Background: an optimization exercise with open tools, aiming at small area and a short achievable clock period. Do not read the settings as production practice. RTL that was checked went through simulation tests only; none was proved equivalent to the original. No activity file was given, so power comes from the tool's default toggle rates.

==> module adder16, before the edit <==
module adder16 (
  input  logic [15:0] a,
  input  logic [15:0] b,
  input  logic        cin,
  input  logic        selSum,
  input  logic [15:0] other,
  input  logic        rmSign,
  input  logic        cmpGt,
  output logic [15:0] result,
  output logic        tNext,
  output logic [15:0] andAB,
  output logic [15:0] xorAB
);
  logic [15:0] g, p, gp, sum;
  logic        eq, tIfCarry, tIfNoCarry;
  assign andAB = a & b;
  assign xorAB = a ^ b;
  always_comb begin
    g = andAB;
    p = xorAB;
    g[0] = g[0] | (p[0] & cin);
    gp = p;
    for (int l = 0; l < 4; l++) begin
      for (int i = 15; i >= 0; i--) begin
        if (((i >> l) & 1) == 1) begin
          g[i]  = g[i] | (gp[i] & g[((i >> l) << l) - 1]);
          gp[i] = gp[i] & gp[((i >> l) << l) - 1];
        end
      end
    end
  end
  assign sum    = p ^ {g[14:0], cin};
  assign result = selSum ? sum : other;
  assign eq         = xorAB == 16'd0;
  assign tIfCarry   = cmpGt ? (!a[15] || rmSign) : eq;
  assign tIfNoCarry = cmpGt ? (!a[15] && rmSign) : eq;
  assign tNext      = g[14] ? tIfCarry : tIfNoCarry;
endmodule
==> module cpu, before the edit <==
module cpu (
  input  logic          clk,
  input  logic          reset,
  output logic [15:0]   bAddr,
  input  logic [15:0]   bMemRead,
  output logic [15:0]   aAddr,
  input  logic [15:0]   aMemRead,
  output logic [15:0]   ifPc,
  output logic [15:0]   ifIr,
  output logic [15:0]   exCalResult,
  output logic [1:0]    exMemControl,
  output logic [3:0]    meRegisterT,
  output logic          meWriteEnable,
  output logic [15:0]   meCalResult,
  output logic          tFlag,
  output logic [175:0]  registerValue
);
  logic [15:0] pc;
  logic [15:0] idIr;
  logic        inDelaySlot;
  logic [3:0]  exRegisterT;
  logic        exWriteEnable;
  logic        exLoad;
  logic [15:0] regs [11];
  logic [15:0] opS, opM;
  logic        sFromEx, sFromMe, mFromEx, mFromMe;
  logic [3:0] op;
  assign op = idIr[15:12];
  logic isAdd, isSub, isAnd, isOr, isXor, isMovi, isAddi, isCmpEq, isCmpGt, isLoad;
  logic isBt, isBf, isJr;
  assign isAdd   = op == 4'd1;
  assign isSub   = op == 4'd2;
  assign isAnd   = op == 4'd3;
  assign isOr    = op == 4'd4;
  assign isXor   = op == 4'd5;
  assign isMovi  = op == 4'd6;
  assign isAddi  = op == 4'd7;
  assign isCmpEq = op == 4'd8;
  assign isCmpGt = op == 4'd9;
  assign isLoad  = op == 4'd10;
  assign isBt    = op == 4'd11;
  assign isBf    = op == 4'd12;
  assign isJr    = op == 4'd13;
  logic decWriteEnable;
  assign decWriteEnable = (op >= 4'd1 && op <= 4'd7) || isLoad;
  logic [15:0] rs, rm;
  assign rs = sFromEx ? exCalResult : (sFromMe ? meCalResult : opS);
  assign rm = mFromEx ? exCalResult : (mFromMe ? meCalResult : opM);
  logic        invert, carryIn;
  logic [15:0] bOp, p, g, other, result;
  logic        selSum, selG, selP, selRm, tNext;
  assign bOp = rm ^ {16{invert}};
  assign selSum = isAdd || isAddi || isSub;
  assign selG   = isAnd || isOr;
  assign selP   = isXor || isOr;
  assign selRm  = !(selSum || selG || selP);
  assign other  = ({16{selG}} & g) | ({16{selP}} & p) | ({16{selRm}} & rm);
  adder16 aluAdder (.a(rs), .b(bOp), .cin(carryIn), .selSum(selSum), .other(other),
                    .rmSign(rm[15]), .cmpGt(isCmpGt), .result(result), .tNext(tNext),
                    .andAB(g), .xorAB(p));
  logic [7:0] immA;
  always_comb begin
    if (isMovi)      immA = idIr[7:0];
    else if (isAddi) immA = {{4{idIr[3]}}, idIr[3:0]};
    else if (isLoad) immA = {4'b0, idIr[3:0]};
    else             immA = 8'd0;
  end
  logic [15:0] addrNext;
  addS8 addrAdder (.a(rs), .b(immA), .y(addrNext));
  logic jumpRel, jumpReg;
  assign jumpRel = !inDelaySlot && ((isBt && tFlag) || (isBf && !tFlag));
  assign jumpReg = !inDelaySlot && isJr;
  logic [15:0] pcAdd;
  addS8 pcAdder (.a(pc), .b(jumpRel ? idIr[7:0] : 8'd1), .y(pcAdd));
  logic [15:0] nxtIr;
  assign nxtIr = {reset ? 8'd0 : bMemRead[15:8], bMemRead[7:0]};
  logic [3:0] nS, nM;
  logic       nImm;
  assign nS   = bMemRead[7:4];
  assign nM   = bMemRead[3:0];
  assign nImm = nxtIr[15:13] == 3'b011;   
  logic [15:0] readS, readM, immM;
  logic [10:0] hitReg;
  logic        sHit, mHit;
  always_comb begin
    readS = 16'd0;
    readM = 16'd0;
    sHit  = 1'b0;
    mHit  = 1'b0;
    for (int i = 0; i < 11; i++) begin
      hitReg[i] = meWriteEnable && meRegisterT == 4'(i);
      readS = readS | ({16{nS == 4'(i) && !hitReg[i]}} & regs[i]);
      readM = readM | ({16{nM == 4'(i) && !hitReg[i]}} & regs[i]);
      sHit  = sHit | (nS == 4'(i) && hitReg[i]);
      mHit  = mHit | (nM == 4'(i) && hitReg[i]);
    end
    readS = readS | ({16{sHit}} & meCalResult);
    readM = readM | ({16{mHit}} & meCalResult);
  end
  assign immM = nxtIr[12] ? {{12{nxtIr[3]}}, nxtIr[3:0]} : {{8{nxtIr[7]}}, nxtIr[7:0]};
  always_ff @(posedge clk) begin
    if (reset) begin
      pc            <= 16'd0;
      exWriteEnable <= 1'b0;
      meWriteEnable <= 1'b0;
      meCalResult   <= 16'd0;
      tFlag         <= 1'b0;
    end else begin
      if (isCmpEq || isCmpGt) tFlag <= tNext;
      pc            <= jumpReg ? rs : pcAdd;
      exWriteEnable <= decWriteEnable;
      meWriteEnable <= exWriteEnable;
      meCalResult   <= exLoad ? aMemRead : exCalResult;
    end
    idIr        <= nxtIr;
    invert      <= nxtIr[15:12] == 4'd2 || nxtIr[15:12] == 4'd9;
    carryIn     <= nxtIr[15:12] == 4'd2;
    inDelaySlot <= jumpRel || jumpReg;
    exLoad      <= isLoad;
    opS         <= readS;
    opM         <= nImm ? immM : readM;
    sFromEx     <= nS < 4'd11 && decWriteEnable && idIr[11:8] == nS;
    sFromMe     <= nS < 4'd11 && exWriteEnable && exRegisterT == nS;
    mFromEx     <= !nImm && nM < 4'd11 && decWriteEnable && idIr[11:8] == nM;
    mFromMe     <= !nImm && nM < 4'd11 && exWriteEnable && exRegisterT == nM;
    exCalResult <= result;
    exRegisterT <= idIr[11:8];
    aAddr       <= addrNext;
    meRegisterT <= exRegisterT;
  end
  logic [15:0] writeValue;
  assign writeValue = reset ? 16'd0 : meCalResult;
  always_ff @(posedge clk) begin
    for (int i = 0; i < 11; i++) begin
      if (reset || (meWriteEnable && meRegisterT == 4'(i))) regs[i] <= writeValue;
    end
  end
  always_comb begin
    for (int i = 0; i < 11; i++) registerValue[16*i +: 16] = regs[i];
  end
  assign bAddr        = pc;
  assign ifPc         = pc;
  assign ifIr         = bMemRead;
  assign exMemControl = {1'b0, exLoad};
endmodule
==> flow/config.mk <==
export PLATFORM = sky130hd
export DESIGN_NAME = cpu
export DESIGN_NICKNAME = cpu
export VERILOG_FILES = /design/flow/design.v
export SDC_FILE = /design/flow/constraint.sdc
export NUM_CORES = 4
export LEC_CHECK = 0
export CAP_MARGIN = 20
export CORE_MARGIN = 2
export CORE_UTILIZATION = 40
export SETUP_SLACK_MARGIN = 3.0
export SLEW_MARGIN = 20
==> flow/constraint.sdc <==
create_clock -name core_clock -period 6.0 [get_ports {clk}]
set_input_delay 1.2000 -clock core_clock [delete_from_list [all_inputs] [get_ports {clk}]]
set_output_delay 1.2000 -clock core_clock [all_outputs]
set_load 0.01 [all_outputs]
standard.sh (not shown) runs the stock make flow with config.mk's settings and CLKGATE_MAP_FILE= SYNTH_SCRIPT=/design/flow/synth_recipe.tcl, a recipe that flattens the netlist after the stock synthesis.
==> flow/flow/run.sh <==
#!/bin/bash
# The standard layout, with these changes:
#  - synthesis: flow/my_synth.tcl (abc scripts flow/map.abc for the adder
#    modules, flow/top.abc for the rest; no full/half adder cells);
#  - ports are buffered with the smallest buffer instead of a delay cell;
#  - after global placement, flow/split_feedthrough.tcl gives the fetch
#    logic behind each bMemRead input buffer a buffer of its own;
#  - clock tree synthesis without dummy loads, with clkbuf_4 only.
# Everything else (floorplan, tap cells, power grid, placement, CTS,
# routing) is the standard flow's own flow, run through standard.sh.
set -euo pipefail
here=$(pwd)
bash standard.sh ADDER_MAP_FILE= SYNTH_SCRIPT="$here/flow/my_synth.tcl" \
  "BUFFER_PORTS_ARGS=-buffer_cell sky130_fd_sc_hd__buf_1" \
  "POST_GLOBAL_PLACE_TCL=$here/flow/split_feedthrough.tcl" \
  "CTS_ARGS=-sink_clustering_enable -repair_clock_nets -dont_use_dummy_load -sink_clustering_size 20 -buf_list sky130_fd_sc_hd__clkbuf_4" \
  finish > "$here/standard_flow.log" 2>&1
Other scripts of this flow, unchanged in this note and not shown: flow/flow/map.abc, flow/flow/my_synth.tcl, flow/flow/split_feedthrough.tcl, flow/flow/top.abc
Rerun with:
--- a/flow/design.v
+++ b/flow/design.v
@@ -33,8 +33,11 @@
   input  logic        selSum,
   input  logic [15:0] other,
   input  logic        rmSign,
   input  logic        cmpGt,
+  input  logic        tWrite,
+  input  logic        tNow,
+  input  logic        reset,
   output logic [15:0] result,
   output logic        tNext,
   output logic [15:0] andAB,
   output logic [15:0] xorAB
@@ -59,11 +62,14 @@
   end
   assign sum    = p ^ {g[14:0], cin};
   assign result = selSum ? sum : other;
   assign eq         = xorAB == 16'd0;
-  assign tIfCarry   = cmpGt ? (!a[15] || rmSign) : eq;
-  assign tIfNoCarry = cmpGt ? (!a[15] && rmSign) : eq;
-  assign tNext      = g[14] ? tIfCarry : tIfNoCarry;
+  logic cmpIfCarry, cmpIfNoCarry;
+  assign cmpIfCarry   = (cmpGt & (!a[15] | rmSign)) | (!cmpGt & eq);
+  assign cmpIfNoCarry = (cmpGt & (!a[15] & rmSign)) | (!cmpGt & eq);
+  assign tIfCarry     = !reset & ((tWrite & cmpIfCarry) | (!tWrite & tNow));
+  assign tIfNoCarry   = !reset & ((tWrite & cmpIfNoCarry) | (!tWrite & tNow));
+  assign tNext        = (g[14] & tIfCarry) | (!g[14] & tIfNoCarry);
 endmodule
 module addS8 (
   input  logic [15:0] a,
   input  logic [7:0]  b,
@@ -157,9 +163,10 @@
   assign selP   = isXor || isOr;
   assign selRm  = !(selSum || selG || selP);
   assign other  = ({16{selG}} & g) | ({16{selP}} & p) | ({16{selRm}} & rm);
   adder16 aluAdder (.a(rs), .b(bOp), .cin(carryIn), .selSum(selSum), .other(other),
-                    .rmSign(rm[15]), .cmpGt(isCmpGt), .result(result), .tNext(tNext),
+                    .rmSign(rm[15]), .cmpGt(isCmpGt), .tWrite(isCmpEq || isCmpGt), .tNow(tFlag),
+                    .reset(reset), .result(result), .tNext(tNext),
                     .andAB(g), .xorAB(p));
   logic [7:0] immA;
   always_comb begin
     if (isMovi)      immA = idIr[7:0];
@@ -205,17 +212,16 @@
       pc            <= 16'd0;
       exWriteEnable <= 1'b0;
       meWriteEnable <= 1'b0;
       meCalResult   <= 16'd0;
-      tFlag         <= 1'b0;
     end else begin
-      if (isCmpEq || isCmpGt) tFlag <= tNext;
       pc            <= jumpReg ? rs : pcAdd;
       exWriteEnable <= decWriteEnable;
       meWriteEnable <= exWriteEnable;
       meCalResult   <= exLoad ? aMemRead : exCalResult;
     end
     idIr        <= nxtIr;
+    tFlag       <= tNext;
     invert      <= nxtIr[15:12] == 4'd2 || nxtIr[15:12] == 4'd9;
     carryIn     <= nxtIr[15:12] == 4'd2;
     inDelaySlot <= jumpRel || jumpReg;
     exLoad      <= isLoad;
What happened:
- worst hold slack hardly moves
- via count climbs by 0.93%
- combinational power climbs by about 4%
- fmax increases by 1.3%
- total power went up by 1.2%
- routed wire length rose by 1.5%
- area after synthesis is higher by 0.73%
For the first run of this note, only the layout was checked, not whether the RTL still works.

========
The RTL this note starts from:
==> flow/design.v <==
`timescale 1ns/1ns
package cpuPkg;
  typedef logic [16-1:0] word_t;
  typedef logic [3:0] regIndex_t;
  typedef enum logic [3:0] {
    OP_NOP   = 4'd0,
    OP_ADD   = 4'd1,
    OP_SUB   = 4'd2,
    OP_AND   = 4'd3,
    OP_OR    = 4'd4,
    OP_XOR   = 4'd5,
    OP_MOVI  = 4'd6,
    OP_ADDI  = 4'd7,
    OP_CMPEQ = 4'd8,
    OP_CMPGT = 4'd9,
    OP_LOAD  = 4'd10,
    OP_BT    = 4'd11,
    OP_BF    = 4'd12,
    OP_JR    = 4'd13
  } opcode_t;
  typedef enum logic [2:0] {
    ALU_PASS, ALU_ADD, ALU_SUB, ALU_AND, ALU_OR, ALU_XOR, ALU_CMPEQ, ALU_CMPGT
  } aluOp_t;
  typedef enum logic [1:0] {MEM_NONE, MEM_LOAD} memOp_t;
  typedef enum logic [2:0] {JUMP_NONE, JUMP_REL, JUMP_REG} jumpOp_t;
  typedef enum logic [1:0] {BYP_FILE, BYP_EX, BYP_ME, BYP_IMM} bypassSel_t;
endpackage
`timescale 1ns/1ns
module adder16 (
  input  logic [15:0] a,
  input  logic [15:0] b,
  input  logic        cin,
  output logic [15:0] sum,
  output logic        c15,
  output logic [15:0] andAB,
  output logic [15:0] xorAB
);
  logic [15:0] g, p, gp;
  assign andAB = a & b;
  assign xorAB = a ^ b;
  always_comb begin
    g = andAB;
    p = xorAB;
    g[0] = g[0] | (p[0] & cin);
    gp = p;
    for (int l = 0; l < 4; l++) begin
      for (int i = 15; i >= 0; i--) begin
        if (((i >> l) & 1) == 1) begin
          g[i]  = g[i] | (gp[i] & g[((i >> l) << l) - 1]);
          gp[i] = gp[i] & gp[((i >> l) << l) - 1];
        end
      end
    end
  end
  assign sum = p ^ {g[14:0], cin};
  assign c15 = g[14];
endmodule
module addS8 (
  input  logic [15:0] a,
  input  logic [7:0]  b,
  output logic [15:0] y
);
  logic [7:0] g, p, gp, hi, inc, dec;
  logic       allOnes, allZeros, carry;
  always_comb begin
    g = a[7:0] & b;
    p = a[7:0] ^ b;
    gp = p;
    for (int l = 0; l < 3; l++) begin
      for (int i = 7; i >= 0; i--) begin
        if (((i >> l) & 1) == 1) begin
          g[i]  = g[i] | (gp[i] & g[((i >> l) << l) - 1]);
          gp[i] = gp[i] & gp[((i >> l) << l) - 1];
        end
      end
    end
    carry = g[7];
    hi = a[15:8];
    allOnes  = 1'b1;
    allZeros = 1'b1;
    for (int i = 0; i < 8; i++) begin
      inc[i]   = hi[i] ^ allOnes;
      dec[i]   = hi[i] ^ allZeros;
      allOnes  = allOnes & hi[i];
      allZeros = allZeros & !hi[i];
    end
    y[7:0] = p ^ {g[6:0], 1'b0};
    if (carry && !b[7])      y[15:8] = inc;
    else if (!carry && b[7]) y[15:8] = dec;
    else                     y[15:8] = hi;
  end
endmodule
`timescale 1ns/1ns
module cpu (
  input  logic          clk,
  input  logic          reset,
  output logic [15:0]   bAddr,
  input  logic [15:0]   bMemRead,
  output logic [15:0]   aAddr,
  input  logic [15:0]   aMemRead,
  output logic [15:0]   ifPc,
  output logic [15:0]   ifIr,
  output logic [15:0]   exCalResult,
  output logic [1:0]    exMemControl,
  output logic [3:0]    meRegisterT,
  output logic          meWriteEnable,
  output logic [15:0]   meCalResult,
  output logic          tFlag,
  output logic [175:0]  registerValue
);
  logic [15:0] pc;
  logic [15:0] idIr;
  logic        inDelaySlot;
  logic [3:0]  exRegisterT;
  logic        exWriteEnable;
  logic        exLoad;
  logic [15:0] regs [11];
  logic [15:0] opS, opM;
  logic        sFromEx, sFromMe, mFromEx, mFromMe;
  logic [3:0] op;
  assign op = idIr[15:12];
  logic isAdd, isSub, isAnd, isOr, isXor, isMovi, isAddi, isCmpEq, isCmpGt, isLoad;
  logic isBt, isBf, isJr;
  assign isAdd   = op == 4'd1;
  assign isSub   = op == 4'd2;
  assign isAnd   = op == 4'd3;
  assign isOr    = op == 4'd4;
  assign isXor   = op == 4'd5;
  assign isMovi  = op == 4'd6;
  assign isAddi  = op == 4'd7;
  assign isCmpEq = op == 4'd8;
  assign isCmpGt = op == 4'd9;
  assign isLoad  = op == 4'd10;
  assign isBt    = op == 4'd11;
  assign isBf    = op == 4'd12;
  assign isJr    = op == 4'd13;
  logic decWriteEnable;
  assign decWriteEnable = (op >= 4'd1 && op <= 4'd7) || isLoad;
  logic [15:0] rs, rm;
  assign rs = sFromEx ? exCalResult : (sFromMe ? meCalResult : opS);
  assign rm = mFromEx ? exCalResult : (mFromMe ? meCalResult : opM);
  logic        invert, carryIn;
  logic [15:0] bOp, p, g, sum;
  logic        c15;
  assign bOp    = rm ^ {16{invert}};
  adder16 aluAdder (.a(rs), .b(bOp), .cin(carryIn), .sum(sum), .c15(c15), .andAB(g), .xorAB(p));
  logic gt, eq;
  assign gt = (!rs[15] && rm[15]) || ((!rs[15] || rm[15]) && c15);
  assign eq = p == 16'd0;
  logic [15:0] result;
  logic selSum, selG, selP, selRm;
  assign selSum = isAdd || isAddi || isSub;
  assign selG   = isAnd || isOr;
  assign selP   = isXor || isOr;
  assign selRm  = !(selSum || selG || selP);
  assign result = ({16{selSum}} & sum) | ({16{selG}} & g) | ({16{selP}} & p) | ({16{selRm}} & rm);
  logic tNext;
  assign tNext = isCmpGt ? gt : eq;
  logic [7:0] immA;
  always_comb begin
    if (isMovi)      immA = idIr[7:0];
    else if (isAddi) immA = {{4{idIr[3]}}, idIr[3:0]};
    else if (isLoad) immA = {4'b0, idIr[3:0]};
    else             immA = 8'd0;
  end
  logic [15:0] addrNext;
  addS8 addrAdder (.a(rs), .b(immA), .y(addrNext));
  logic jumpRel, jumpReg;
  assign jumpRel = !inDelaySlot && ((isBt && tFlag) || (isBf && !tFlag));
  assign jumpReg = !inDelaySlot && isJr;
  logic [15:0] pcAdd;
  addS8 pcAdder (.a(pc), .b(jumpRel ? idIr[7:0] : 8'd1), .y(pcAdd));
  logic [15:0] nxtIr;
  assign nxtIr = {reset ? 8'd0 : bMemRead[15:8], bMemRead[7:0]};
  logic [3:0] nS, nM;
  logic       nImm;
  assign nS   = bMemRead[7:4];
  assign nM   = bMemRead[3:0];
  assign nImm = nxtIr[15:13] == 3'b011;   
  logic [15:0] readS, readM, immM;
  logic [10:0] hitReg;
  logic        sHit, mHit;
  always_comb begin
    readS = 16'd0;
    readM = 16'd0;
    sHit  = 1'b0;
    mHit  = 1'b0;
    for (int i = 0; i < 11; i++) begin
      hitReg[i] = meWriteEnable && meRegisterT == 4'(i);
      readS = readS | ({16{nS == 4'(i) && !hitReg[i]}} & regs[i]);
      readM = readM | ({16{nM == 4'(i) && !hitReg[i]}} & regs[i]);
      sHit  = sHit | (nS == 4'(i) && hitReg[i]);
      mHit  = mHit | (nM == 4'(i) && hitReg[i]);
    end
    readS = readS | ({16{sHit}} & meCalResult);
    readM = readM | ({16{mHit}} & meCalResult);
  end
  assign immM = nxtIr[12] ? {{12{nxtIr[3]}}, nxtIr[3:0]} : {{8{nxtIr[7]}}, nxtIr[7:0]};
  always_ff @(posedge clk) begin
    if (reset) begin
      pc            <= 16'd0;
      exWriteEnable <= 1'b0;
      meWriteEnable <= 1'b0;
      tFlag         <= 1'b0;
      meCalResult   <= 16'd0;
    end else begin
      pc            <= jumpReg ? rs : pcAdd;
      exWriteEnable <= decWriteEnable;
      meWriteEnable <= exWriteEnable;
      if (isCmpEq || isCmpGt) tFlag <= tNext;
      meCalResult   <= exLoad ? aMemRead : exCalResult;
    end
    idIr        <= nxtIr;
    invert      <= nxtIr[15:12] == 4'd2 || nxtIr[15:12] == 4'd9;
    carryIn     <= nxtIr[15:12] == 4'd2;
    inDelaySlot <= jumpRel || jumpReg;
    exLoad      <= isLoad;
    opS         <= readS;
    opM         <= nImm ? immM : readM;
    sFromEx     <= nS < 4'd11 && decWriteEnable && idIr[11:8] == nS;
    sFromMe     <= nS < 4'd11 && exWriteEnable && exRegisterT == nS;
    mFromEx     <= !nImm && nM < 4'd11 && decWriteEnable && idIr[11:8] == nM;
    mFromMe     <= !nImm && nM < 4'd11 && exWriteEnable && exRegisterT == nM;
    exCalResult <= result;
    exRegisterT <= idIr[11:8];
    aAddr       <= addrNext;
    meRegisterT <= exRegisterT;
  end
  logic [15:0] writeValue;
  assign writeValue = reset ? 16'd0 : meCalResult;
  always_ff @(posedge clk) begin
    for (int i = 0; i < 11; i++) begin
      if (reset || (meWriteEnable && meRegisterT == 4'(i))) regs[i] <= writeValue;
    end
  end
  always_comb begin
    for (int i = 0; i < 11; i++) registerValue[16*i +: 16] = regs[i];
  end
  assign bAddr        = pc;
  assign ifPc         = pc;
  assign ifIr         = bMemRead;
  assign exMemControl = {1'b0, exLoad};
endmodule
export LEC_CHECK = 0
export CAP_MARGIN = 20
export CORE_MARGIN = 2
export CORE_UTILIZATION = 40
export SETUP_SLACK_MARGIN = 3.0
export SLEW_MARGIN = 20
create_clock -name core_clock -period 6.0 [get_ports {clk}]
==> flow/flow/run.sh <==
#!/bin/bash
# The standard layout, with these changes:
#  - synthesis: flow/my_synth.tcl (abc scripts flow/map.abc for the adder
#    modules, flow/top.abc for the rest; no full/half adder cells);
#  - ports are buffered with the smallest buffer instead of a delay cell;
#  - clock tree synthesis without dummy loads.
# Everything else (floorplan, tap cells, power grid, placement, CTS,
# routing) is the standard flow's own flow, run through standard.sh.
set -euo pipefail
here=$(pwd)
bash standard.sh ADDER_MAP_FILE= SYNTH_SCRIPT="$here/flow/my_synth.tcl" \
  "BUFFER_PORTS_ARGS=-buffer_cell sky130_fd_sc_hd__buf_1" \
  "CTS_ARGS=-sink_clustering_enable -repair_clock_nets -dont_use_dummy_load -sink_clustering_size 20 -buf_list sky130_fd_sc_hd__clkbuf_4" \
  finish > "$here/standard_flow.log" 2>&1
==> flow/flow/map.abc <==
strash
map
topo
stime -c
buffer -c
upsize -c
dnsize -c
==> flow/flow/my_synth.tcl <==
# The standard synthesis script (synth_recipe.tcl) with two changes:
#  - abc maps the adder modules with flow/map.abc (plain mapping of the
#    prefix trees as written) and the rest with flow/top.abc (area-leaning),
#    instead of ORFS's speed script;
#  - the adder modules keep their own hierarchy while abc maps, so abc sees
#    each adder alone; they are flattened at the end, as synth_recipe.tcl does.
# Flip-flops are mapped before abc and all live in the top module, so the
# registers, their names and cells are those of the standard synthesis.
set ::my_dir [file dirname [file normalize [info script]]]
set ::my_keep_done 0
proc abc {args} {
  set i [lsearch -exact $args -script]
  if { $i < 0 } { yosys abc {*}$args; return }
  set j [expr {$i + 1}]
  yosys abc {*}[lreplace $args $j $j $::my_dir/map.abc] adder16 addS8
  yosys abc {*}[lreplace $args $j $j $::my_dir/top.abc] cpu
}
proc synth {args} {
  if { !$::my_keep_done } {
    set ::my_keep_done 1
    yosys setattr -mod -set keep_hierarchy 1 adder16 addS8
  }
  yosys synth -nofsm -noshare {*}$args
}
source $::env(SCRIPTS_DIR)/synth.tcl
# left out here: clear keep_hierarchy, flatten, clean up, hide names made inside functions, write 1_2_yosys.v
==> flow/flow/top.abc <==
strash
&get -n
&fraig -x
&put
scorr
dc2
strash
&get -n
&dch -f
&nf
&put
Then changed:
--- a/flow/design.v
+++ b/flow/design.v
@@ -177,24 +177,18 @@
   assign nS   = bMemRead[7:4];
   assign nM   = bMemRead[3:0];
   assign nImm = nxtIr[15:13] == 3'b011;   
   logic [15:0] readS, readM, immM;
-  logic [10:0] hitReg;
-  logic        sHit, mHit;
-  always_comb begin
-    readS = 16'd0;
-    readM = 16'd0;
-    sHit  = 1'b0;
-    mHit  = 1'b0;
+  logic sMeHit, mMeHit;
+  assign sMeHit = meWriteEnable && meRegisterT == nS;
+  assign mMeHit = meWriteEnable && meRegisterT == nM;
+  always_comb begin
+    readS = sMeHit && nS < 4'd11 ? meCalResult : 16'd0;
+    readM = mMeHit && nM < 4'd11 ? meCalResult : 16'd0;
     for (int i = 0; i < 11; i++) begin
-      hitReg[i] = meWriteEnable && meRegisterT == 4'(i);
-      readS = readS | ({16{nS == 4'(i) && !hitReg[i]}} & regs[i]);
-      readM = readM | ({16{nM == 4'(i) && !hitReg[i]}} & regs[i]);
-      sHit  = sHit | (nS == 4'(i) && hitReg[i]);
-      mHit  = mHit | (nM == 4'(i) && hitReg[i]);
-    end
-    readS = readS | ({16{sHit}} & meCalResult);
-    readM = readM | ({16{mHit}} & meCalResult);
+      readS = readS | ({16{nS == 4'(i) && !sMeHit}} & regs[i]);
+      readM = readM | ({16{nM == 4'(i) && !mMeHit}} & regs[i]);
+    end
   end
   assign immM = nxtIr[12] ? {{12{nxtIr[3]}}, nxtIr[3:0]} : {{8{nxtIr[7]}}, nxtIr[7:0]};
   always_ff @(posedge clk) begin
     if (reset) begin
The new run completed without violations.
Final area rose by 0.53%.
Power fell by 0.49%.
Global-route usage hardly moves.
Cell count fell by 2.7%.
Hold slack barely changes.
Synthesized area fell by 2.0%.
Utilization rose by 1.4 points.
Maximum frequency fell by 1.3%.
Register-to-register slack is worse by 130 ps.
Sequential share of layout area fell by 0.21 points.
Clock power barely changes.
Only the layout flow was run in the second run of this note; the RTL was not checked for function there.

## separate check: timing with driven ports
Ports are ideal in the flow. The routed layouts listed here were re-timed in OpenROAD. Step 1: set_driving_cell puts a clkbuf_16 on clk and a buf_2 on each other input, an assumption about the parent block. Step 2, shift: input delay + t, output delay - t, t = (earliest + latest rising clock arrival at the registers) / 2. This alone moves slack from input paths to output paths. a / b / c = ideal / step 1 / step 2; a / b = the first two.
run | t (ns) | setup slack, ns | cell pins on the clock port's net
the first run of note 1 | 0.768 | 3.069 / 3.062 / 2.325 | 1
the second run of note 1 | 0.793 | 3.106 / 3.084 / 2.388 | 1
the first run of note 2 | 0.811 | 3.035 / 3.006 / 2.358 | 1
the second run of note 2 | 0.815 | 2.997 / 3.015 / 2.209 | 1
After both steps every run listed still meets setup and hold. The setup slack of the second run of note 2, which loses most, moves by +0.018 ns with the drivers and by -0.788 ns with both steps.
